This is an optimization exercise on Yosys and OpenROAD, whose aim is small area and a short achievable clock period, not a production implementation. Function was checked by simulation only, so behaviour that the tests miss may differ from the original.

// ep_fifo_top
module ep_fifo_top (
  input  logic                             fifoClk,
  input  logic                             fifoRstn,
  input  logic                             wr_stb,
  input  logic [ep_fifo_pkg::EP_ID_W-1:0]  wr_ep,
  input  logic [ep_fifo_pkg::BE_W-1:0]     wr_be,
  input  logic [ep_fifo_pkg::DATA_W-1:0]   wr_data,
  input  logic                             rd_stb,
  input  logic [ep_fifo_pkg::EP_ID_W-1:0]  rd_ep,
  output logic                             rd_valid,
  output logic [ep_fifo_pkg::EP_ID_W-1:0]  rd_rsp_ep,
  output logic [ep_fifo_pkg::BE_W-1:0]     rd_rsp_be,
  output logic [ep_fifo_pkg::DATA_W-1:0]   rd_rsp_data,
  output logic [ep_fifo_pkg::NUM_EP-1:0]   ep_empty,
  output logic [ep_fifo_pkg::NUM_EP-1:0]   ep_full,
  output logic [ep_fifo_pkg::NUM_EP-1:0]   ep_almost_full,
  output logic [ep_fifo_pkg::NUM_EP-1:0]   ep_almost_empty
);
==> module ep_fifo_top, before the edit <==
module ep_fifo_top (
  input  logic                             fifoClk,
  input  logic                             fifoRstn,
  input  logic                             wr_stb,
  input  logic [ep_fifo_pkg::EP_ID_W-1:0]  wr_ep,
  input  logic [ep_fifo_pkg::BE_W-1:0]     wr_be,
  input  logic [ep_fifo_pkg::DATA_W-1:0]   wr_data,
  input  logic                             rd_stb,
  input  logic [ep_fifo_pkg::EP_ID_W-1:0]  rd_ep,
  output logic                             rd_valid,
  output logic [ep_fifo_pkg::EP_ID_W-1:0]  rd_rsp_ep,
  output logic [ep_fifo_pkg::BE_W-1:0]     rd_rsp_be,
  output logic [ep_fifo_pkg::DATA_W-1:0]   rd_rsp_data,
  output logic [ep_fifo_pkg::NUM_EP-1:0]   ep_empty,
  output logic [ep_fifo_pkg::NUM_EP-1:0]   ep_full,
  output logic [ep_fifo_pkg::NUM_EP-1:0]   ep_almost_full,
  output logic [ep_fifo_pkg::NUM_EP-1:0]   ep_almost_empty
);
  localparam int NUM_EP = ep_fifo_pkg::NUM_EP;
  localparam int DATA_W = ep_fifo_pkg::DATA_W;
  localparam int BE_W   = ep_fifo_pkg::BE_W;
  localparam int DEPTH  = 16;
  logic [3:0]        wr_ptr  [NUM_EP];
  logic [3:0]        rd_ptr  [NUM_EP];
  logic [4:0]        cnt     [NUM_EP];
  logic [BE_W-1:0]   last_be [NUM_EP];
  logic [NUM_EP-1:0] wr_sel, rd_sel, wr_acc, rd_acc;
  logic [4:0]        cnt_nxt [NUM_EP];
  logic [DATA_W-1:0] mem [NUM_EP][DEPTH];
  logic [DATA_W-1:0] head [NUM_EP];
  for (genvar e = 0; e < NUM_EP; e++) begin : g_ep
    assign wr_sel[e] = wr_stb & (wr_ep == e);
    assign rd_sel[e] = rd_stb & (rd_ep == e);
    assign wr_acc[e] = wr_sel[e] & ~ep_full[e];
    assign rd_acc[e] = rd_sel[e] & ~ep_empty[e];
    always_comb begin
      cnt_nxt[e] = cnt[e];
      if (wr_acc[e] & ~rd_acc[e]) cnt_nxt[e] = cnt[e] + 5'd1;
      if (rd_acc[e] & ~wr_acc[e]) cnt_nxt[e] = cnt[e] - 5'd1;
    end
    always_ff @(posedge fifoClk or negedge fifoRstn) begin
      if (!fifoRstn) begin
        wr_ptr[e]          <= '0;
        rd_ptr[e]          <= '0;
        cnt[e]             <= '0;
        ep_empty[e]        <= 1'b1;
        ep_full[e]         <= 1'b0;
        ep_almost_full[e]  <= 1'b0;
        ep_almost_empty[e] <= 1'b0;
      end else begin
        if (wr_acc[e]) wr_ptr[e] <= wr_ptr[e] + 4'd1;
        if (rd_acc[e]) rd_ptr[e] <= rd_ptr[e] + 4'd1;
        cnt[e]             <= cnt_nxt[e];
        ep_empty[e]        <= (cnt_nxt[e] == 5'd0);
        ep_full[e]         <= (cnt_nxt[e] == 5'd16);
        ep_almost_full[e]  <= (cnt_nxt[e] == 5'd15);
        ep_almost_empty[e] <= (cnt_nxt[e] == 5'd1);
      end
    end
    always_ff @(posedge fifoClk) begin
      if (wr_acc[e]) last_be[e] <= wr_be;
    end
    for (genvar s = 0; s < DEPTH; s++) begin : g_slot
      for (genvar b = 0; b < BE_W; b++) begin : g_lane
        always_ff @(posedge fifoClk) begin
          if (wr_acc[e] && wr_ptr[e] == s && wr_be[b])
            mem[e][s][8*b +: 8] <= wr_data[8*b +: 8];
        end
      end
    end
    always_comb begin
      head[e] = '0;
      for (int s = 0; s < DEPTH; s++)
        head[e] = head[e] | ({DATA_W{rd_ptr[e] == s}} & mem[e][s]);
    end
  end
  logic [DATA_W-1:0] rsp_data_nxt;
  logic [BE_W-1:0]   rsp_be_nxt;
  always_comb begin
    rsp_data_nxt = '0;
    for (int e = 0; e < NUM_EP; e++)
      rsp_data_nxt = rsp_data_nxt | ({DATA_W{rd_ep == e}} & head[e]);
  end
  assign rsp_be_nxt = (ep_almost_empty[rd_ep] & ~(wr_stb & (wr_ep == rd_ep)))
                      ? last_be[rd_ep] : {BE_W{1'b1}};
  always_ff @(posedge fifoClk or negedge fifoRstn) begin
    if (!fifoRstn) rd_valid <= 1'b0;
    else           rd_valid <= |rd_acc;
  end
  always_ff @(posedge fifoClk) begin
    rd_rsp_ep   <= rd_ep;
    rd_rsp_be   <= rsp_be_nxt;
    rd_rsp_data <= rsp_data_nxt;
  end
endmodule
export LEC_CHECK = 0
export ABC_CLOCK_PERIOD_IN_PS = 2400
export CAP_MARGIN = 20
export CORE_MARGIN = 2
export CORE_UTILIZATION = 40
export PLACE_DENSITY = 0.6
export SETUP_SLACK_MARGIN = 2.6
export SLEW_MARGIN = 20
create_clock -name core_clock -period 5.0 [get_ports {fifoClk}]
run.sh (not shown) runs the stock make flow with config.mk's settings and CLKGATE_MAP_FILE= SYNTH_SCRIPT=/design/flow/synth_recipe.tcl, a recipe that flattens the netlist after the stock synthesis.
Testbench counts at the start, summed over its fixed seeds: lat cycles 21,807, reads 21,807.
==> next run, changes <==
--- a/flow/design.v
+++ b/flow/design.v
@@ -47,7 +47,7 @@
   localparam int BE_W   = ep_fifo_pkg::BE_W;
   localparam int DEPTH  = 16;
   logic [3:0]        wr_ptr  [NUM_EP];
-  logic [3:0]        rd_ptr  [NUM_EP];
+  logic [DEPTH-1:0]  rd_oh   [NUM_EP];    
   logic [4:0]        cnt     [NUM_EP];
   logic [BE_W-1:0]   last_be [NUM_EP];
   logic [NUM_EP-1:0] wr_sel, rd_sel, wr_acc, rd_acc;
@@ -67,7 +67,7 @@
     always_ff @(posedge fifoClk or negedge fifoRstn) begin
       if (!fifoRstn) begin
         wr_ptr[e]          <= '0;
-        rd_ptr[e]          <= '0;
+        rd_oh[e]           <= DEPTH'(1);
         cnt[e]             <= '0;
         ep_empty[e]        <= 1'b1;
         ep_full[e]         <= 1'b0;
@@ -75,7 +75,7 @@
         ep_almost_empty[e] <= 1'b0;
       end else begin
         if (wr_acc[e]) wr_ptr[e] <= wr_ptr[e] + 4'd1;
-        if (rd_acc[e]) rd_ptr[e] <= rd_ptr[e] + 4'd1;
+        if (rd_acc[e]) rd_oh[e] <= {rd_oh[e][DEPTH-2:0], rd_oh[e][DEPTH-1]};
         cnt[e]             <= cnt_nxt[e];
         ep_empty[e]        <= (cnt_nxt[e] == 5'd0);
         ep_full[e]         <= (cnt_nxt[e] == 5'd16);
@@ -97,7 +97,7 @@
     always_comb begin
       head[e] = '0;
       for (int s = 0; s < DEPTH; s++)
-        head[e] = head[e] | ({DATA_W{rd_ptr[e] == s}} & mem[e][s]);
+        head[e] = head[e] | ({DATA_W{rd_oh[e][s]}} & mem[e][s]);
     end
   end
   logic [DATA_W-1:0] rsp_data_nxt;
After rerunning:
- The changed run produced a clean layout
- setup slack is better by 330 ps
- via count came out lower by 16%
- synthesized cell count came out lower by 14%
- final area came out lower by 7.3%
- critical path depth came out lower by 3
- register-to-register slack is better by 330 ps
Testbench counts after the change, summed over its fixed seeds: lat cycles 21,807, reads 21,807.

afterwards: timing with drivers on the ports:
The flow's constraints put no driver on any port. The routed layouts listed below were extracted and timed again, unchanged, in two steps. Step 1 assumes that a clkbuf_16 drives the clock port and a buf_2 every other input. Step 2 moves the port delays by t, midway between the first and last clock arrival at a register: inputs arrive t later, outputs are due t later. That takes back most of the time a late clock gives input paths. Slacks: ideal / step 1 / step 2; pairs: ideal / step 1.
run	t (ns)	setup slack, ns	slew at the worst register clock pin (ns)	worst data-port slew with drivers (ns)
the first run	0.936	2.037 / 2.037 / 1.565	0.07 / 0.07	0.16
the second run	0.905	2.363 / 2.363 / 1.731	0.07 / 0.07	0.14
After both steps every run listed still meets setup and hold. The setup slack of the second run, which loses most, moves by 0.000 ns with the drivers and by -0.632 ns with both steps.
